Background: an optimization exercise with open tools, aiming at small area, a short achievable clock period and few clock cycles. Do not read the settings as production practice.
In this exercise RTL edits were held to simulation tests only and were not proved equivalent to the original.
Power is estimated from default activity; no workload was simulated.

==> design.v <==
`default_nettype none
package exec_pkg;
  localparam int NUM_REGS = 16;
  localparam int APB_AW = 8;
  localparam int WORD_W = 64;
  typedef logic [WORD_W-1:0] word_t;
  typedef logic [3:0] reg_idx_t;
  typedef struct packed {
    logic c;
    logic v;
    logic n;
    logic z;
  } flags_t;
  typedef enum logic [3:0] {
    OP_ADD  = 4'd0,
    OP_SUB  = 4'd1,
    OP_AND  = 4'd2,
    OP_XOR  = 4'd3,
    OP_OR   = 4'd4,
    OP_SHL  = 4'd5,
    OP_SHR  = 4'd6,
    OP_SAR  = 4'd7,
    OP_SXT  = 4'd8,
    OP_MOVI = 4'd9,
    OP_ADDI = 4'd10
  } opcode_e;
  typedef enum logic [3:0] {
    COND_EQ, COND_NE, COND_CS, COND_CC,
    COND_MI, COND_PL, COND_VS, COND_VC,
    COND_HI, COND_LS, COND_GE, COND_LT,
    COND_GT, COND_LE, COND_AL, COND_NV
  } cond_e;
  localparam int CMD_FIELD_W = 4;
  localparam int CMD_OP_LSB = 0;
  localparam int CMD_COND_LSB = 4;
  localparam int CMD_RD_LSB = 8;
  localparam int CMD_RA_LSB = 12;
  localparam int CMD_RB_LSB = 16;
  typedef enum logic [APB_AW-1:0] {
    ADDR_CMD     = 8'h00,
    ADDR_IMM_LO  = 8'h04,
    ADDR_IMM_HI  = 8'h08,
    ADDR_REG_SEL = 8'h0C,
    ADDR_DATA_LO = 8'h10,
    ADDR_DATA_HI = 8'h14,
    ADDR_FLAGS   = 8'h18
  } apb_addr_e;
endpackage
`default_nettype wire
`timescale 1ns/1ps
`default_nettype none
module reg_file #(
  parameter int ENTRY_W = exec_pkg::WORD_W,
  parameter int NUM_REGS = exec_pkg::NUM_REGS
) (
  input wire clk,
  input wire [NUM_REGS-1:0] we,
  input wire [ENTRY_W-1:0] wdata,
  output logic [NUM_REGS-1:0][ENTRY_W-1:0] q
);
  for (genvar i = 0; i < NUM_REGS; i++) begin : g_ent
    always_ff @(posedge clk) begin
      if (we[i]) q[i] <= wdata;
    end
  end
endmodule
module reg_read #(
  parameter int ENTRY_W = exec_pkg::WORD_W,
  parameter int NUM_REGS = exec_pkg::NUM_REGS
) (
  input wire [NUM_REGS-1:0][ENTRY_W-1:0] q,
  input wire [NUM_REGS-1:0] sel,
  output logic [ENTRY_W-1:0] rdata
);
  always_comb begin
    rdata = '0;
    for (int i = 0; i < NUM_REGS; i++) begin
      rdata = rdata | ({ENTRY_W{sel[i]}} & q[i]);
    end
  end
endmodule
`default_nettype wire
`timescale 1ns/1ps
`default_nettype none
module alu_pre (
  input wire exec_pkg::word_t a,         
  input wire exec_pkg::word_t b,         
  input wire cin,
  output logic [15:0] blk_g,             
  output logic [15:0] blk_p              
);
  logic [63:0] g, p;
  assign g = a & b;
  assign p = a ^ b;
  always_comb begin
    for (int k = 0; k < 16; k++) begin
      logic g10, p10, g32, p32;
      g10 = g[4*k+1] | (p[4*k+1] & g[4*k]);
      p10 = p[4*k+1] & p[4*k];
      g32 = g[4*k+3] | (p[4*k+3] & g[4*k+2]);
      p32 = p[4*k+3] & p[4*k+2];
      blk_g[k] = g32 | (p32 & g10);
      blk_p[k] = p32 & p10;
    end
  end
endmodule
module int_alu (
  input wire exec_pkg::word_t a,
  input wire exec_pkg::word_t b,
  input wire cin,
  input wire [15:0] blk_g,
  input wire [15:0] blk_p,
  input wire sel_add,
  input wire sel_and,
  input wire sel_xor,
  input wire sel_or,
  input wire sel_shr,
  input wire sel_shl,
  input wire sar,                        
  input wire sel_sxt,
  output exec_pkg::word_t result,
  output logic c,
  output logic v,
  output logic z
);
  logic [63:0] g, p, sum;
  logic [16:0] bc;                       
  exec_pkg::word_t sh, sh_rev, other;
  assign g = a & b;
  assign p = a ^ b;
  always_comb begin
    logic [15:0] gg, pp, gn, pn;
    gg = blk_g;
    pp = blk_p;
    gg[0] = gg[0] | (pp[0] & cin);
    for (int l = 0; l < 4; l++) begin
      gn = gg;
      pn = pp;
      for (int k = 0; k < 16; k++) begin
        if ((k >> l) & 1) begin
          gn[k] = gg[k] | (pp[k] & gg[((k >> l) << l) - 1]);
          pn[k] = pp[k] & pp[((k >> l) << l) - 1];
        end
      end
      gg = gn;
      pp = pn;
    end
    bc[0] = cin;
    for (int k = 0; k < 16; k++) bc[k + 1] = gg[k];
  end
  always_comb begin
    for (int k = 0; k < 16; k++) begin
      logic [3:0] gg, pp, gn, pn;
      logic [3:0] c0, c1;
      gg = g[4*k +: 4];
      pp = p[4*k +: 4];
      for (int l = 0; l < 2; l++) begin
        gn = gg;
        pn = pp;
        for (int j = 0; j < 4; j++) begin
          if ((j >> l) & 1) begin
            gn[j] = gg[j] | (pp[j] & gg[((j >> l) << l) - 1]);
            pn[j] = pp[j] & pp[((j >> l) << l) - 1];
          end
        end
        gg = gn;
        pp = pn;
      end
      c0[0] = 1'b0;
      c1[0] = 1'b1;
      for (int j = 1; j < 4; j++) begin
        c0[j] = gg[j-1];
        c1[j] = gg[j-1] | pp[j-1];
      end
      sum[4*k +: 4] = bc[k] ? (p[4*k +: 4] ^ c1) : (p[4*k +: 4] ^ c0);
    end
  end
  assign c = bc[16];
  assign v = (a[63] == b[63]) & (sum[63] != a[63]);
  logic fill;
  exec_pkg::word_t sh0, sh1;
  assign fill = sar;
  always_comb begin
    case (b[1:0])
      2'd0: sh0 = a;
      2'd1: sh0 = {fill, a[63:1]};
      2'd2: sh0 = {{2{fill}}, a[63:2]};
      default: sh0 = {{3{fill}}, a[63:3]};
    endcase
    case (b[3:2])
      2'd0: sh1 = sh0;
      2'd1: sh1 = {{4{fill}}, sh0[63:4]};
      2'd2: sh1 = {{8{fill}}, sh0[63:8]};
      default: sh1 = {{12{fill}}, sh0[63:12]};
    endcase
    case (b[5:4])
      2'd0: sh = sh1;
      2'd1: sh = {{16{fill}}, sh1[63:16]};
      2'd2: sh = {{32{fill}}, sh1[63:32]};
      default: sh = {{48{fill}}, sh1[63:48]};
    endcase
  end
  for (genvar i = 0; i < 64; i++) begin : g_rev
    assign sh_rev[i] = sh[63-i];
  end
  assign other = ({64{sel_and}} & g) | ({64{sel_xor}} & p) | ({64{sel_or}} & (g | p));
  assign result = ({64{sel_add}} & sum) | other | ({64{sel_shr}} & sh) | ({64{sel_shl}} & sh_rev) |
                  ({64{sel_sxt}} & {{32{a[31]}}, a[31:0]});
  logic [63:0] zt, keep;
  logic z_add, z_sh, z_logic;
  assign zt[0] = p[0] == cin;
  for (genvar i = 1; i < 64; i++) begin : g_z
    assign zt[i] = p[i] == (g[i-1] | p[i-1]);
  end
  assign z_add = &zt;
  for (genvar i = 0; i < 64; i++) begin : g_keep
    assign keep[i] = i >= b[5:0];
  end
  assign z_sh = !(|(a & keep)) && !fill;
  assign z_logic = (sel_and && !(|g)) || (sel_xor && !(|p)) || (sel_or && !(|(g | p)));
  assign z = (sel_add && z_add) || ((sel_shr || sel_shl) && z_sh) || (sel_sxt && !(|a[31:0])) ||
             z_logic;
endmodule
`default_nettype wire
`timescale 1ns/1ps
`default_nettype none
module exec_ctrl (
  input wire exec_pkg::cond_e cond,
  input wire exec_pkg::flags_t f,
  output logic ok
);
  logic signs_ne;
  assign signs_ne = f.n ^ f.v;
  always_comb begin
    case (cond)
      exec_pkg::COND_EQ: ok = f.z;
      exec_pkg::COND_NE: ok = !f.z;
      exec_pkg::COND_CS: ok = f.c;
      exec_pkg::COND_CC: ok = !f.c;
      exec_pkg::COND_MI: ok = f.n;
      exec_pkg::COND_PL: ok = !f.n;
      exec_pkg::COND_VS: ok = f.v;
      exec_pkg::COND_VC: ok = !f.v;
      exec_pkg::COND_HI: ok = f.c && !f.z;
      exec_pkg::COND_LS: ok = !f.c || f.z;
      exec_pkg::COND_GE: ok = !signs_ne;
      exec_pkg::COND_LT: ok = signs_ne;
      exec_pkg::COND_GT: ok = !signs_ne && !f.z;
      exec_pkg::COND_LE: ok = signs_ne || f.z;
      exec_pkg::COND_AL: ok = 1'b1;
      default: ok = 1'b0;
    endcase
  end
endmodule
`default_nettype wire
`timescale 1ns/1ps
`default_nettype none
module exec_unit_top #(
  parameter int NUM_REGS = exec_pkg::NUM_REGS
) (
  input wire clk,
  input wire rst,
  input wire psel,
  input wire penable,
  input wire pwrite,
  input wire [exec_pkg::APB_AW-1:0] paddr,
  input wire [31:0] pwdata,
  output logic [31:0] prdata,
  output logic pready,
  output logic pslverr
);
  localparam int W = exec_pkg::WORD_W;
  logic [NUM_REGS-1:0][W-1:0] regs;
  logic [NUM_REGS-1:0] valid;        
  logic [NUM_REGS-1:0][3:0] flg;
  exec_pkg::word_t imm_q;
  logic imm_lo_v, imm_hi_v;          
  exec_pkg::word_t imm_v;
  exec_pkg::reg_idx_t sel_q;
  logic [31:0] lo_q;
  logic [NUM_REGS-1:0] oh_a_q, oh_b_q, ohf_a_q;
  logic fwd_a_q, fwd_b_q, fwdf_a_q;
  logic [NUM_REGS-1:0] dst_q;        
  logic cmd_q, hi_q;                 
  exec_pkg::cond_e cond_q;
  logic azero_q, shl_q, sxt_q, imm_b_q, sub_q, bzero_q;
  logic add_q, and_q, xor_q, or_q, shr_q, sar_q;
  logic imm_lo_q, imm_hi_q, sel_wr_q, lo_wr_q;
  logic [31:0] prdata_q;
  logic pslverr_q;
  logic pready_q;
  exec_pkg::word_t a_q, b_q;
  logic cin_q, xadd_q, xand_q, xxor_q, xor2_q, xshr_q, xshl_q, xsar_q, xsxt_q;
  logic [15:0] blk_g_q, blk_p_q;
  logic [NUM_REGS-1:0] xw_q;         
  logic xfw_q;                       
  exec_pkg::word_t res_q;
  exec_pkg::flags_t resf_q;
  logic [NUM_REGS-1:0] w_q;
  logic fw_q;
  logic setup;
  logic is_cmd, is_imm_lo, is_imm_hi, is_sel, is_lo, is_hi, is_flags, mapped, sel_bad;
  exec_pkg::reg_idx_t op, rd, ra, rb, sel_next;
  logic op_valid;
  logic [NUM_REGS-1:0] oh_sel;
  logic [31:0] rd_mux;
  assign setup = psel && !penable;
  assign is_cmd = paddr == exec_pkg::ADDR_CMD;
  assign is_imm_lo = paddr == exec_pkg::ADDR_IMM_LO;
  assign is_imm_hi = paddr == exec_pkg::ADDR_IMM_HI;
  assign is_sel = paddr == exec_pkg::ADDR_REG_SEL;
  assign is_lo = paddr == exec_pkg::ADDR_DATA_LO;
  assign is_hi = paddr == exec_pkg::ADDR_DATA_HI;
  assign is_flags = paddr == exec_pkg::ADDR_FLAGS;
  assign mapped = is_cmd | is_imm_lo | is_imm_hi | is_sel | is_lo | is_hi | is_flags;
  assign sel_bad = pwrite && is_sel && (pwdata >= 32'(NUM_REGS));
  assign op = pwdata[exec_pkg::CMD_OP_LSB +: exec_pkg::CMD_FIELD_W];
  assign rd = pwdata[exec_pkg::CMD_RD_LSB +: exec_pkg::CMD_FIELD_W];
  assign ra = pwdata[exec_pkg::CMD_RA_LSB +: exec_pkg::CMD_FIELD_W];
  assign rb = pwdata[exec_pkg::CMD_RB_LSB +: exec_pkg::CMD_FIELD_W];
  assign op_valid = op <= exec_pkg::OP_ADDI;
  assign imm_v = {imm_q[63:32] & {32{imm_hi_v}}, imm_q[31:0] & {32{imm_lo_v}}};
  assign sel_next = sel_wr_q ? exec_pkg::reg_idx_t'(pwdata) : sel_q;
  for (genvar i = 0; i < NUM_REGS; i++) begin : g_dec
    assign oh_sel[i] = sel_q == i;
  end
  logic [NUM_REGS-1:0] ix_a, ix_b, valid_next;
  assign valid_next = valid | w_q;
  for (genvar i = 0; i < NUM_REGS; i++) begin : g_ix
    assign ix_a[i] = (setup && pwrite) ? (ra == i) : (sel_next == i);
    assign ix_b[i] = rb == i;
  end
  always_ff @(posedge clk) begin
    if (rst) begin
      oh_a_q <= '0;
      oh_b_q <= '0;
      ohf_a_q <= '0;
      fwd_a_q <= 1'b0;
      fwd_b_q <= 1'b0;
      fwdf_a_q <= 1'b0;
    end else begin
      oh_a_q <= ix_a & valid_next & ~xw_q;
      oh_b_q <= ix_b & valid_next & ~xw_q;
      ohf_a_q <= ix_a & ~(xw_q & {NUM_REGS{xfw_q}});
      fwd_a_q <= |(ix_a & xw_q);
      fwd_b_q <= |(ix_b & xw_q);
      fwdf_a_q <= |(ix_a & xw_q) && xfw_q;
    end
  end
  always_ff @(posedge clk) begin
    for (int i = 0; i < NUM_REGS; i++) begin
      dst_q[i] <= is_cmd ? (rd == i) : oh_sel[i];
    end
    cond_q <= exec_pkg::cond_e'(pwdata[exec_pkg::CMD_COND_LSB +: exec_pkg::CMD_FIELD_W]);
    azero_q <= !is_cmd || op == exec_pkg::OP_MOVI;
    shl_q <= op == exec_pkg::OP_SHL;
    sxt_q <= op == exec_pkg::OP_SXT;
    imm_b_q <= op == exec_pkg::OP_MOVI || op == exec_pkg::OP_ADDI;
    sub_q <= is_cmd && op == exec_pkg::OP_SUB;
    bzero_q <= op == exec_pkg::OP_SXT;
    add_q <= !is_cmd || op == exec_pkg::OP_ADD || op == exec_pkg::OP_SUB ||
             op == exec_pkg::OP_ADDI || op == exec_pkg::OP_MOVI;
    and_q <= op == exec_pkg::OP_AND;
    xor_q <= op == exec_pkg::OP_XOR;
    or_q <= op == exec_pkg::OP_OR;
    shr_q <= op == exec_pkg::OP_SHR || op == exec_pkg::OP_SAR;
    sar_q <= op == exec_pkg::OP_SAR;
    prdata_q <= rd_mux;
    pslverr_q <= !mapped || sel_bad;
  end
  always_ff @(posedge clk) begin
    if (rst) begin
      cmd_q <= 1'b0;
      hi_q <= 1'b0;
      imm_lo_q <= 1'b0;
      imm_hi_q <= 1'b0;
      sel_wr_q <= 1'b0;
      lo_wr_q <= 1'b0;
      pready_q <= 1'b1;
    end else begin
      cmd_q <= setup && pwrite && is_cmd && op_valid;
      hi_q <= setup && pwrite && is_hi;
      imm_lo_q <= setup && pwrite && is_imm_lo;
      imm_hi_q <= setup && pwrite && is_imm_hi;
      sel_wr_q <= setup && pwrite && is_sel && !sel_bad;
      lo_wr_q <= setup && pwrite && is_lo;
      pready_q <= !(setup && !pwrite && (is_lo || is_hi || is_flags) && |(xw_q & oh_sel));
    end
  end
  exec_pkg::word_t va, vb, ra_v, rb_v;
  exec_pkg::flags_t fa;
  reg_read #(.ENTRY_W(W), .NUM_REGS(NUM_REGS)) rd_a (.q(regs), .sel(oh_a_q), .rdata(ra_v));
  reg_read #(.ENTRY_W(W), .NUM_REGS(NUM_REGS)) rd_b (.q(regs), .sel(oh_b_q), .rdata(rb_v));
  assign va = ra_v | (res_q & {W{fwd_a_q}});
  assign vb = rb_v | (res_q & {W{fwd_b_q}});
  always_comb begin
    fa = '0;
    for (int i = 0; i < NUM_REGS; i++) begin
      if (ohf_a_q[i]) fa = fa | exec_pkg::flags_t'(flg[i]);
    end
    if (fwdf_a_q) fa = fa | resf_q;
  end
  always_comb begin
    case (paddr[4:2])
      3'd1: rd_mux = imm_v[31:0];
      3'd2: rd_mux = imm_v[63:32];
      3'd3: rd_mux = 32'(sel_q);
      3'd4: rd_mux = va[31:0];
      3'd5: rd_mux = va[63:32];
      3'd6: rd_mux = 32'(fa);
      default: rd_mux = '0;
    endcase
    if (!mapped) rd_mux = '0;
  end
  logic cond_ok;
  exec_pkg::word_t a_d, b_d;
  logic [15:0] blk_g, blk_p;
  exec_ctrl cc (.cond(cond_q), .f(fa), .ok(cond_ok));
  always_comb begin
    if (azero_q) begin
      a_d = '0;
    end else if (shl_q) begin
      for (int i = 0; i < W; i++) a_d[i] = va[W-1-i];
    end else begin
      a_d = va;
    end
  end
  always_comb begin
    if (hi_q) begin
      b_d = {pwdata, lo_q};
    end else if (imm_b_q) begin
      b_d = imm_v;
    end else if (sub_q) begin
      b_d = ~vb;
    end else if (bzero_q) begin
      b_d = '0;
    end else begin
      b_d = vb;
    end
  end
  alu_pre pre (.a(a_d), .b(b_d), .cin(sub_q), .blk_g(blk_g), .blk_p(blk_p));
  always_ff @(posedge clk) begin
    a_q <= a_d;
    b_q <= b_d;
    cin_q <= sub_q;
    xadd_q <= add_q;
    xand_q <= and_q;
    xxor_q <= xor_q;
    xor2_q <= or_q;
    xshr_q <= shr_q;
    xshl_q <= shl_q;
    xsar_q <= sar_q && a_d[W-1];
    xsxt_q <= sxt_q;
    blk_g_q <= blk_g;
    blk_p_q <= blk_p;
  end
  always_ff @(posedge clk) begin
    if (rst) begin
      xw_q <= '0;
      xfw_q <= 1'b0;
    end else begin
      xw_q <= dst_q & {NUM_REGS{(cmd_q && cond_ok) || hi_q}};
      xfw_q <= cmd_q && cond_ok;
    end
  end
  exec_pkg::word_t result;
  logic res_c, res_v, res_z;
  int_alu alu (
    .a(a_q), .b(b_q), .cin(cin_q), .blk_g(blk_g_q), .blk_p(blk_p_q),
    .sel_add(xadd_q), .sel_and(xand_q), .sel_xor(xxor_q), .sel_or(xor2_q),
    .sel_shr(xshr_q), .sel_shl(xshl_q), .sar(xsar_q), .sel_sxt(xsxt_q),
    .result(result), .c(res_c), .v(res_v), .z(res_z)
  );
  always_ff @(posedge clk) begin
    res_q <= result;
    resf_q.c <= xadd_q && res_c;
    resf_q.v <= xadd_q && res_v;
    resf_q.n <= result[W-1];
    resf_q.z <= res_z;
  end
  always_ff @(posedge clk) begin
    if (rst) begin
      w_q <= '0;
      fw_q <= 1'b0;
    end else begin
      w_q <= xw_q;
      fw_q <= xfw_q;
    end
  end
  reg_file #(.ENTRY_W(W), .NUM_REGS(NUM_REGS)) data_rf (
    .clk, .we(w_q), .wdata(res_q), .q(regs)
  );
  always_ff @(posedge clk) begin
    if (rst) begin
      valid <= '0;
      flg <= '0;
      imm_lo_v <= 1'b0;
      imm_hi_v <= 1'b0;
      sel_q <= '0;
    end else begin
      valid <= valid | w_q;
      for (int i = 0; i < NUM_REGS; i++) begin
        if (w_q[i] && fw_q) flg[i] <= resf_q;
      end
      if (imm_lo_q) imm_lo_v <= 1'b1;
      if (imm_hi_q) imm_hi_v <= 1'b1;
      if (sel_wr_q) sel_q <= exec_pkg::reg_idx_t'(pwdata);
    end
  end
  always_ff @(posedge clk) begin
    if (imm_lo_q) imm_q[31:0] <= pwdata;
    if (imm_hi_q) imm_q[63:32] <= pwdata;
    if (lo_wr_q) lo_q <= pwdata;
  end
  assign pready = pready_q;
  assign pslverr = pslverr_q;
  assign prdata = prdata_q;
endmodule
`default_nettype wire
==> flow/run.sh <==
#!/bin/bash
set -euo pipefail
read -r MARGIN MARGIN_ROUTE < flow/margin.txt
CTS="-sink_clustering_enable -repair_clock_nets -sink_clustering_size 24 -sink_clustering_max_diameter 80 -dont_use_dummy_load"
bash standard.sh SETUP_SLACK_MARGIN="$MARGIN" \
  BUFFER_PORTS_ARGS="-buffer_cell sky130_fd_sc_hd__buf_4" CTS_ARGS="$CTS" \
  cts > standard_flow_to_cts.log 2>&1
bash standard.sh SETUP_SLACK_MARGIN="$MARGIN_ROUTE" \
  BUFFER_PORTS_ARGS="-buffer_cell sky130_fd_sc_hd__buf_4" CTS_ARGS="$CTS" \
  finish > standard_flow_finish.log 2>&1
==> flow/margin.txt <==
6.55 6.65
==> standard.sh <==
#!/bin/bash
# synth_recipe.tcl (not shown) runs the flow's synth.tcl, then flattens the netlist and writes it again
# the make line also repeats each setting of config.mk as NAME=value (left out here)
make -C /OpenROAD-flow-scripts/flow DESIGN_CONFIG=/design/flow/config.mk WORK_HOME=/design/flow/orfs CLKGATE_MAP_FILE= SYNTH_SCRIPT=/design/flow/synth_recipe.tcl "${@:-finish}"
==> config.mk <==
export PLATFORM = sky130hd
export DESIGN_NAME = exec_unit_top
export DESIGN_NICKNAME = exec_unit_top
export VERILOG_FILES = /design/flow/design.v
export SDC_FILE = /design/flow/constraint.sdc
export NUM_CORES = 4
export LEC_CHECK = 0
export CAP_MARGIN = 20
export CORE_MARGIN = 2
export CORE_UTILIZATION = 55
export CTS_CLUSTER_DIAMETER = 80
export CTS_CLUSTER_SIZE = 24
export PLACE_DENSITY = 0.7
export SETUP_SLACK_MARGIN = 5
export SLEW_MARGIN = 20
==> constraint.sdc <==
create_clock -name core_clock -period 10.0 [get_ports {clk}]
set_input_delay 2.0000 -clock core_clock [delete_from_list [all_inputs] [get_ports {clk}]]
set_output_delay 2.0000 -clock core_clock [all_outputs]
set_load 0.01 [all_outputs]
==> results of run 1 <==
report_power, final:
| group | total [mW] | switching (mW) | leakage (nW) | internal, mW |
|---|---|---|---|---|
| registers | 6.99 | 0.0159 | 14.7 | 6.98 |
| clock network | 3.65 | 2.12 | 1.06 | 1.53 |
| logic | 0.161 | 0.128 | 12.2 | 0.0330 |
| total | 10.8 | 2.26 | 28.0 | 8.54 |
stage by stage:
| stage | hold slack (ns) | worst slack (ns) | area [sq um] |
|---|---|---|---|
| after floorplan | 0.310 | 6.51 | 75800 |
| after global placement | 0.310 | 5.84 | 77700 |
| after detailed placement | 0.313 | 5.87 | 77700 |
| after CTS | 0.333 | 6.35 | 80400 |
| after global routing | 0.335 | 6.42 | 81900 |
| final | 0.334 | 6.31 | 82000 |
flip-flops by register name, summed over array words and instances, names as in the netlist, 32 cells and up:
signal,count
data_rf.q,1024
a_q,64
b_q,64
flg,64
imm_q,64
res_q,63
lo_q,32
prdata_q,32
worst max-delay path: stages (launching register included):
cell and delay, ns:
dfxtp_1 0.72, inv_1 0.42, ha_1 0.39, xnor2_1 0.14
nor4_1 0.40, nand4_1 0.24, a2111oi_1 0.51, a31oi_1 0.37
o31ai_2 0.24
cells in the mapped netlist (all sizes together) (7+ instances only):
master,instances
o31a,10
o41ai,11
mux4,63
edfxtp,1120
nor4b,7
a21oi,219
inv,188
ha,192
o2111ai,18
o31ai,16
a311oi,69
a21o,22
xor2,25
and4,16
nor3,52
and3,42
nor2,405
clkbuf,387
a221o,20
buf,143
nand2,452
a211o,7
o22ai,41
nor2b,43
a31oi,19
a222oi,133
xnor2,78
mux2i,137
or3,9
mux2,41
nand2b,43
a22oi,761
a22o,100
o21a,64
nand4,167
o21ai,188
o221ai,20
o211ai,100
dfxtp,478
nor4,66
nand3,277
a211oi,36
a2111oi,14
a221oi,178
logic make-up (layout without fill, tap and decap cells):
group,count (synthesis),after routing,synth area share
AOI/OAI and AO/OA,2083,2083,0.205
buffers and inverters,722,550,0.0378
adders and majority gates,192,192,0.0317
and+or+nand+nor,1607,1607,0.100
xor gates and xnor gates,103,103,0.0119
DFF,1598,1598,0.570
other,0,21,0
muxes,241,241,0.0433
routing by layer:
layer / global-route usage / routed length [um] / up-vias
met5: 0 / 195 / -
met4: 0.331 / 34900 / 20
met3: 0.171 / 60100 / 1837
met2: 0.682 / 144000 / 7135
met1: 0.615 / 119000 / 31700
li1: - / - / 25600
cell type report:
type                            count  area (sq um)
Clock buffer                       86          2150
Multi-Input combinational cell   4226         30400
Inverter                          191           721
Timing Repair Buffer              273          2880
Sequential cell                  1598         43500
Fill cell                       11000         55200
Antenna cell                       21          52.6
Tap cell                         1794          2240
timing repair:
action / CTS / global route
pin swaps: 0 / 18
buffers inserted: 2 / 59
cloned: 0 / 3
gates resized for setup: 113 / 185
setup endpoints to repair: 86 / 110
worst min-delay path by stage:
stage | to | slack, ns | start
after floorplan | xadd_q | 0.31 | add_q
after global placement | xand_q | 0.31 | and_q
after detailed placement | xadd_q | 0.31 | add_q
after CTS | xxor_q | 0.33 | xor_q
after global routing | xxor_q | 0.33 | xor_q
final | xand_q | 0.33 | and_q
==> reports/qor.txt, run 1 <==
run status - complete, no violations
reg2reg path depth - 8
gpl congestion - 1.11
Initial Util - 0.553
CTS max path bufs - 3
DRC viols - 0
area grow syn2layout - 8.09%
Hold Path Stages - 0
clock slew at reported path FFs - 0.09 ns
die height - 375 um
vias in the first global route - 60,600
Rows - 136
core region area - 0.137 sq mm
final antenna-violating net count - 0
num ports - 79
total global routing overflow - 0
crit path from - a_q[47]
H-tree depth - 3
placed cells - 8,016
Synth top area share - 0.444
Hold Buf Count CTS - 0
first-pass GRT wire length - 477,000 um
total design power - 10.8 mW
Max Cap Viol - 0
synth top area cells - edfxtp_1 (44%), dfxtp_1 (13%), a22oi_1 (7.5%), ha_1 (3.2%), nand2_1 (2.2%)
CTS Buf Count - 86
commonest cells after routing, fill and taps aside - edfxtp_1 (1,120), a22oi_1 (761), nand2_1 (450)
initial antenna violation count - 30
RSZ-0062 raised after global routing - true
Final Max Tran Viols - 0
worst setup path end - resf_q[0]
post-synthesis async set-or-reset flop share - 0
CP Capture Type - flip-flop
Post-Synthesis Net Count - 6,783
largest net degree at the start of global routing - 89
Arrival @ worst endpoint - 4.18 ns
clock latency (worst-skew pair) - 0.77 ns
Max IR drop VDD - 0.177 mV
Cells after Synth - 6,546
FMAX - 0.271 GHz
Worst-Margin Slew - 1.23 ns
mean post-synth cell area - 11.6 sq um
Netlist cell types - 87
PwrDens - 132 mW/mm^2
port buffer count - 78
Clock Sinks - 1,598
final core occ - 0.598
Leakage - 28.0 nW
crit-path max FO - 6
drt total wl - 358,000 um
fin crit share - 0.369
vias - 66,300
fin crit period - 3.69 ns
Max Clock Skew - 0.130 ns
Synth Register Bits - 1,598
Post-layout nets - 6,613
Setup TNS - 0 ns
DRT Pass-1 Iters - 14
FF-to-FF setup slack - 6.31 ns
data required time of the worst path - 10.49 ns
WL per Instance - 43.8 um
Hold Crit Class - flip-flop to flip-flop
final std cells w/o fill - 8,189
routed vias/inst - 8.10
Slew HR - 0.182
EDFF count, synth - 1,120
layout cells sized above 1 - 0.112
Startpoint Class - flip-flop
reg2reg end - resf_q[0]
endpoints failing setup - 0
most common cell after layout, fill and taps aside - edfxtp_1
aggregate global-route resource usage - 0.481
final hold violations - 0
Clock Tree Root - clkbuf_16
CTS tree - done
Syn. warnings - 6
ys flop type - edfxtp_1
sequential-to-total area share from yosys stat - 0.570
Yosys top cell by area - edfxtp_1
Crit Path Category - flip-flop to flip-flop
DRT iter0 DRCs - 15,500
reg2reg start - a_q[47]
Post-Syn Area - 0.0758 sq mm
Die W - 375 um
Post-DP HPWL - 227,000 um
Die ar. - 0.141 sq mm
Testbench counts, summed over its fixed seeds: cycles 9,648.
==> inputs of run 2 (changes only) <==
--- a/design.v
+++ b/design.v
@@ -87,6 +87,6 @@
   input wire exec_pkg::word_t b,         
   input wire cin,
-  output logic [15:0] blk_g,             
-  output logic [15:0] blk_p              
+  output logic [31:0] blk_g,             
+  output logic [31:0] blk_p              
 );
   logic [63:0] g, p;
@@ -94,12 +94,7 @@
   assign p = a ^ b;
   always_comb begin
-    for (int k = 0; k < 16; k++) begin
-      logic g10, p10, g32, p32;
-      g10 = g[4*k+1] | (p[4*k+1] & g[4*k]);
-      p10 = p[4*k+1] & p[4*k];
-      g32 = g[4*k+3] | (p[4*k+3] & g[4*k+2]);
-      p32 = p[4*k+3] & p[4*k+2];
-      blk_g[k] = g32 | (p32 & g10);
-      blk_p[k] = p32 & p10;
+    for (int k = 0; k < 32; k++) begin
+      blk_g[k] = g[2*k+1] | (p[2*k+1] & g[2*k]);
+      blk_p[k] = p[2*k+1] & p[2*k];
     end
   end
@@ -109,6 +104,6 @@
   input wire exec_pkg::word_t b,
   input wire cin,
-  input wire [15:0] blk_g,
-  input wire [15:0] blk_p,
+  input wire [31:0] blk_g,
+  input wire [31:0] blk_p,
   input wire sel_add,
   input wire sel_and,
@@ -117,6 +112,5 @@
   input wire sel_shr,
   input wire sel_shl,
-  input wire sar,                        
-  input wire sel_sxt,
+  input wire sar,
   output exec_pkg::word_t result,
   output logic c,
@@ -125,17 +119,17 @@
 );
   logic [63:0] g, p, sum;
-  logic [16:0] bc;                       
+  logic [32:0] bc;                       
   exec_pkg::word_t sh, sh_rev, other;
   assign g = a & b;
   assign p = a ^ b;
   always_comb begin
-    logic [15:0] gg, pp, gn, pn;
+    logic [31:0] gg, pp, gn, pn;
     gg = blk_g;
     pp = blk_p;
     gg[0] = gg[0] | (pp[0] & cin);
-    for (int l = 0; l < 4; l++) begin
+    for (int l = 0; l < 5; l++) begin
       gn = gg;
       pn = pp;
-      for (int k = 0; k < 16; k++) begin
+      for (int k = 0; k < 32; k++) begin
         if ((k >> l) & 1) begin
           gn[k] = gg[k] | (pp[k] & gg[((k >> l) << l) - 1]);
@@ -147,45 +141,19 @@
     end
     bc[0] = cin;
-    for (int k = 0; k < 16; k++) bc[k + 1] = gg[k];
+    for (int k = 0; k < 32; k++) bc[k + 1] = gg[k];
   end
   always_comb begin
-    for (int k = 0; k < 16; k++) begin
-      logic [3:0] gg, pp, gn, pn;
-      logic [3:0] c0, c1;
-      gg = g[4*k +: 4];
-      pp = p[4*k +: 4];
-      for (int l = 0; l < 2; l++) begin
-        gn = gg;
-        pn = pp;
-        for (int j = 0; j < 4; j++) begin
-          if ((j >> l) & 1) begin
-            gn[j] = gg[j] | (pp[j] & gg[((j >> l) << l) - 1]);
-            pn[j] = pp[j] & pp[((j >> l) << l) - 1];
-          end
-        end
-        gg = gn;
-        pp = pn;
-      end
-      c0[0] = 1'b0;
-      c1[0] = 1'b1;
-      for (int j = 1; j < 4; j++) begin
-        c0[j] = gg[j-1];
-        c1[j] = gg[j-1] | pp[j-1];
-      end
-      sum[4*k +: 4] = bc[k] ? (p[4*k +: 4] ^ c1) : (p[4*k +: 4] ^ c0);
+    for (int k = 0; k < 32; k++) begin
+      sum[2*k] = p[2*k] ^ bc[k];
+      sum[2*k+1] = p[2*k+1] ^ (g[2*k] | (p[2*k] & bc[k]));
     end
   end
-  assign c = bc[16];
+  assign c = bc[32];
   assign v = (a[63] == b[63]) & (sum[63] != a[63]);
   logic fill;
   exec_pkg::word_t sh0, sh1;
-  assign fill = sar;
+  assign fill = sar & a[63];
   always_comb begin
-    case (b[1:0])
-      2'd0: sh0 = a;
-      2'd1: sh0 = {fill, a[63:1]};
-      2'd2: sh0 = {{2{fill}}, a[63:2]};
-      default: sh0 = {{3{fill}}, a[63:3]};
-    endcase
+    sh0 = a;
     case (b[3:2])
       2'd0: sh1 = sh0;
@@ -205,6 +173,5 @@
   end
   assign other = ({64{sel_and}} & g) | ({64{sel_xor}} & p) | ({64{sel_or}} & (g | p));
-  assign result = ({64{sel_add}} & sum) | other | ({64{sel_shr}} & sh) | ({64{sel_shl}} & sh_rev) |
-                  ({64{sel_sxt}} & {{32{a[31]}}, a[31:0]});
+  assign result = ({64{sel_add}} & sum) | other | ({64{sel_shr}} & sh) | ({64{sel_shl}} & sh_rev);
   logic [63:0] zt, keep;
   logic z_add, z_sh, z_logic;
@@ -215,10 +182,26 @@
   assign z_add = &zt;
   for (genvar i = 0; i < 64; i++) begin : g_keep
-    assign keep[i] = i >= b[5:0];
+    assign keep[i] = i >= {b[5:2], 2'b00};
   end
   assign z_sh = !(|(a & keep)) && !fill;
-  assign z_logic = (sel_and && !(|g)) || (sel_xor && !(|p)) || (sel_or && !(|(g | p)));
-  assign z = (sel_add && z_add) || ((sel_shr || sel_shl) && z_sh) || (sel_sxt && !(|a[31:0])) ||
-             z_logic;
+  assign z_logic = other == '0;
+  assign z = sel_add ? z_add : (sel_shr || sel_shl) ? z_sh : z_logic;
+endmodule
+module pre_shift (
+  input wire exec_pkg::word_t a,
+  input wire [1:0] s,
+  input wire sar,
+  output exec_pkg::word_t y
+);
+  logic fill;
+  assign fill = sar & a[63];
+  always_comb begin
+    case (s)
+      2'd0: y = a;
+      2'd1: y = {fill, a[63:1]};
+      2'd2: y = {{2{fill}}, a[63:2]};
+      default: y = {{3{fill}}, a[63:3]};
+    endcase
+  end
 endmodule
 `default_nettype wire
@@ -291,6 +274,6 @@
   logic pready_q;
   exec_pkg::word_t a_q, b_q;
-  logic cin_q, xadd_q, xand_q, xxor_q, xor2_q, xshr_q, xshl_q, xsar_q, xsxt_q;
-  logic [15:0] blk_g_q, blk_p_q;
+  logic cin_q, xadd_q, xand_q, xxor_q, xor2_q, xshr_q, xshl_q, xsar_q;
+  logic [31:0] blk_g_q, blk_p_q;
   logic [NUM_REGS-1:0] xw_q;         
   logic xfw_q;                       
@@ -360,5 +343,5 @@
     bzero_q <= op == exec_pkg::OP_SXT;
     add_q <= !is_cmd || op == exec_pkg::OP_ADD || op == exec_pkg::OP_SUB ||
-             op == exec_pkg::OP_ADDI || op == exec_pkg::OP_MOVI;
+             op == exec_pkg::OP_ADDI || op == exec_pkg::OP_MOVI || op == exec_pkg::OP_SXT;
     and_q <= op == exec_pkg::OP_AND;
     xor_q <= op == exec_pkg::OP_XOR;
@@ -415,5 +398,6 @@
   logic cond_ok;
   exec_pkg::word_t a_d, b_d;
-  logic [15:0] blk_g, blk_p;
+  logic [31:0] blk_g, blk_p;
+  exec_pkg::word_t a_sh;
   exec_ctrl cc (.cond(cond_q), .f(fa), .ok(cond_ok));
   always_comb begin
@@ -422,4 +406,6 @@
     end else if (shl_q) begin
       for (int i = 0; i < W; i++) a_d[i] = va[W-1-i];
+    end else if (sxt_q) begin
+      a_d = {{32{va[31]}}, va[31:0]};
     end else begin
       a_d = va;
@@ -440,6 +426,7 @@
   end
   alu_pre pre (.a(a_d), .b(b_d), .cin(sub_q), .blk_g(blk_g), .blk_p(blk_p));
+  pre_shift psh (.a(a_d), .s(b_d[1:0]), .sar(sar_q), .y(a_sh));
   always_ff @(posedge clk) begin
-    a_q <= a_d;
+    a_q <= (shr_q || shl_q) ? a_sh : a_d;
     b_q <= b_d;
     cin_q <= sub_q;
@@ -450,6 +437,5 @@
     xshr_q <= shr_q;
     xshl_q <= shl_q;
-    xsar_q <= sar_q && a_d[W-1];
-    xsxt_q <= sxt_q;
+    xsar_q <= sar_q;
     blk_g_q <= blk_g;
     blk_p_q <= blk_p;
@@ -469,5 +455,5 @@
     .a(a_q), .b(b_q), .cin(cin_q), .blk_g(blk_g_q), .blk_p(blk_p_q),
     .sel_add(xadd_q), .sel_and(xand_q), .sel_xor(xxor_q), .sel_or(xor2_q),
-    .sel_shr(xshr_q), .sel_shl(xshl_q), .sar(xsar_q), .sel_sxt(xsxt_q),
+    .sel_shr(xshr_q), .sel_shl(xshl_q), .sar(xsar_q),
     .result(result), .c(res_c), .v(res_v), .z(res_z)
   );
==> flow/run.sh (replaced) <==
#!/bin/bash
set -euo pipefail
MARGIN=$(cat flow/margin.txt)
bash standard.sh SETUP_SLACK_MARGIN="$MARGIN" \
  BUFFER_PORTS_ARGS="-buffer_cell sky130_fd_sc_hd__buf_4" finish > standard_flow.log 2>&1
==> flow/margin.txt (replaced) <==
6.55
--- a/config.mk
+++ b/config.mk
@@ -8,8 +8,8 @@
 export CAP_MARGIN = 20
 export CORE_MARGIN = 2
-export CORE_UTILIZATION = 55
+export CORE_UTILIZATION = 40
 export CTS_CLUSTER_DIAMETER = 80
 export CTS_CLUSTER_SIZE = 24
-export PLACE_DENSITY = 0.7
+export PLACE_DENSITY = 0.6
 export SETUP_SLACK_MARGIN = 5
 export SLEW_MARGIN = 20
==> run 2 against run 1 <==
Effect of this change:
- core utilization fell by 15 points
- hold slack got worse by 0.0011 ns
- final cell count rose by 9.7%
- global-route usage fell by 11 points
- critical path depth rose by 2
- first-iteration DRC count fell by 14%
- die area rose by 36%
- setup slack improved by 0.078 ns
- total power rose by 15%
- sequential power rose by 4.1%
- highest routed layer unchanged
==> reports/qor.txt, run 2 <==
Post-layout nets - 6,645
crit-path max FO - 29
Post-Synthesis Net Count - 6,761
commonest cells after routing, fill and taps aside - edfxtp_1 (1,120), a22oi_1 (683), nand2_1 (455)
top post-synthesis cells by count - edfxtp_1 (1,120), a22oi_1 (683), dfxtp_1 (509), nand2_1 (469), nor2_1 (382)
critical path's largest stage delay - 0.57 ns
num ports - 79
DRT iter0 DRCs - 13,400
Initial Util - 0.401
Slowest cell on crit path - mux2i_2
Synth top area share - 0.447
gpl congestion - 1.05
cell-internal power - 9.39 mW
CTS Buf Count - 99
aggregate global-route resource usage - 0.376
final hold violations - 0
CTS max path bufs - 3
most common cell after layout, fill and taps aside - edfxtp_1
Synth Register Bits - 1,629
Setup TNS - 0 ns
fin crit share - 0.362
data required time of the worst path - 10.70 ns
PwrDens - 148 mW/mm^2
die height - 438 um
CTS tree - done
drt total wl - 372,000 um
run status - complete, no violations
Max IR drop VDD - 0.178 mV
initial antenna violation count - 36
RSZ-0062 raised after global routing - true
total global routing overflow - 0
vias in the first global route - 58,600
Startpoint Class - flip-flop
synth top area cells - edfxtp_1 (45%), dfxtp_1 (14%), a22oi_1 (6.8%), ha_1 (3.2%), a221oi_1 (3.1%)
clock latency (worst-skew pair) - 0.80 ns
Post-DP HPWL - 240,000 um
routed vias/inst - 7.11
EDFF count, synth - 1,120
endpoints failing setup - 0
Die ar. - 0.192 sq mm
Hold Crit Class - flip-flop to flip-flop
Rows - 159
area grow syn2layout - 11.7%
FMAX - 0.277 GHz
WL per Instance - 41.4 um
Hold Buf Count CTS - 0
largest net degree at the start of global routing - 81
DRC viols - 0
placed cells - 8,711
clock power share - 0.381
Clock Sinks - 1,629
ys flop type - edfxtp_1
sequential-to-total area share from yosys stat - 0.582
final std cells w/o fill - 8,980
Die W - 438 um
mean post-synth cell area - 11.6 sq um
Crit Path Category - flip-flop to flip-flop
fin crit period - 3.62 ns
Max Cap Viol - 0
Most flops, register - data_rf.q
Yosys top cell by area - edfxtp_1
clock slew at reported path FFs - 0.10 ns
CP cell instances - buf_6 -> buf_6 -> a221oi_1 -> nand4_1 -> nor2_2 -> mux2i_2 -> o21ai_0 -> mux2_2 -> ha_1 -> and2_1
final core occ - 0.448
Max Clock Skew - 0.0437 ns
FF-to-FF setup slack - 6.38 ns
first-pass GRT wire length - 502,000 um
part of the power in registers - 0.587
top-count cell post-synth - edfxtp_1
Leakage - 29.1 nW
Net Switching - 3.01 mW
Clock Tree Root - clkbuf_16
number of flip-flops under the largest register name - 1,024
post-synthesis async set-or-reset flop share - 0
DRT Pass-1 Iters - 12
H-tree depth - 3
port buffer count - 78
Filler cells - 17,200
Net Sw Frac - 0.243
CP Capture Type - flip-flop
Netlist cell types - 78
core region area - 0.187 sq mm
layout cells sized above 1 - 0.130
Syn. warnings - 7
Cells after Synth - 6,492
final antenna-violating net count - 0
Slew HR - 0.194
Post-Syn Area - 0.0752 sq mm
combinational share of power - 0.032
CP dominant cell by count - buf_6
vias - 63,800
Arrival @ worst endpoint - 4.31 ns
Final Max Tran Viols - 0
Worst-Margin Slew - 1.20 ns
==> run 2: cell type report <==
type,count,area (sq um),area share
clock buffer,134,2770,0.0329
tap,2495,3120,0.0371
antenna,23,57.6,0.000685
clock inverter,53,709,0.00844
inverter,213,812,0.00966
multi-input combinational,4146,29800,0.355
timing repair inverter,2,10.0,0.000119
sequential,1629,44100,0.524
timing repair buffer,285,2700,0.0321
==> run 2: power by group through the flow <==
stage	clock, mW	sequential [mW]	combinational [mW]
global route	4.96	7.28	0.410
global placement	0	7.42	0.370
CTS	4.72	7.27	0.378
finish	4.72	7.28	0.403
detailed placement	0	7.42	0.368
floorplan	0	7.38	0.196
==> run 2: repair_timing <==
item	in CTS	in global routing
buffers inserted	31	24
pin swaps	10	20
gates cloned	1	1
hold endpoints to repair	0	0
resized for setup	225	111
setup endpoints to repair	202	122
==> run 2: cells by family after synthesis <==
kind of cell / after synthesis / share of synthesized area
buffers and inverters: 717 / 0.0369
multiplexers: 173 / 0.0283
AND/OR/NAND/NOR: 1556 / 0.0957
AO/OA/AOI/OAI: 2114 / 0.207
adder cells (fa/ha/maj): 224 / 0.0404
XOR/XNOR: 79 / 0.00920
flip-flops: 1629 / 0.582
==> run 2: path summary, 6_finish.rpt <==
check                                from    endpoint  cells after the start
worst max-delay path            oh_b_q[4]  blk_p_q[2]                     10
worst min-delay path                xor_q      xxor_q                      0
worst max register to register  oh_b_q[4]  blk_p_q[2]                     10
worst min register to register      xor_q      xxor_q                      0
==> run 2: worst max-delay path, delay by kind of cell (launching register included) <==
kind	cells	cell delay, ns
mux	2	0.91
simple gates	3	0.68
buf+inv	2	0.59
flops	1	0.50
compound gates	2	0.46
fa+ha+maj	1	0.29
==> run 2: stage by stage <==
| stage | instance area, sq um | setup WS, ns | total power [mW] | hold WS (ns) |
|---|---|---|---|---|
| 2_1_floorplan | 75300 | 6.43 | 7.58 | 0.310 |
| 3_3_place_gp | 78400 | 5.34 | 7.79 | 0.315 |
| 3_5_place_dp | 78400 | 5.30 | 7.79 | 0.313 |
| 4_1_cts | 83300 | 6.42 | 12.4 | 0.332 |
| 5_1_grt | 84000 | 6.47 | 12.6 | 0.344 |
| 6_report | 84000 | 6.38 | 12.4 | 0.333 |
==> run 2: layer usage <==
metal / track usage / vias up / share of wire
li1: - / 25400 / -
met2: 0.543 / 5871 / 0.41
met3: 0.0963 / 1299 / 0.13
met4: 0.265 / 36 / 0.090
met1: 0.490 / 31300 / 0.36
met5: 0 / - / 0.00064
Testbench counts of run 2, summed over its fixed seeds: cycles 9,648.

static timing again, ports no longer ideal:
In the flow no input, the clock included, has a driving cell. The finished layouts below were timed again as built, in two steps.
Step 1 (the two cells are an assumption about what drives the block):
set clk [get_ports {clk}]
set_driving_cell -lib_cell sky130_fd_sc_hd__clkbuf_16 $clk
set_driving_cell -lib_cell sky130_fd_sc_hd__buf_2 [delete_from_list [all_inputs] $clk]
Step 2 times the ports against the registers' clock, not the clock port: input delays grow and output delays shrink by t, the midpoint of the rising clock arrivals with the driver on.
Three values: ideal ports, drivers, drivers and shift; two values: the first two.
| run | t (ns) | setup WS [ns] | hold WS [ns] | worst register clock-pin slew, ns |
|---|---|---|---|---|
| run 1 | 0.797 | 6.306 / 6.306 / 6.025 | 0.334 / 0.334 / 0.334 | 0.10 / 0.10 |
| run 2 | 0.877 | 6.384 / 6.384 / 5.805 | 0.333 / 0.333 / 0.333 | 0.10 / 0.10 |
After both steps every run listed still meets setup and hold. The setup slack of run 2, which loses most, moves by 0.000 ns with the drivers and by -0.579 ns with both steps.
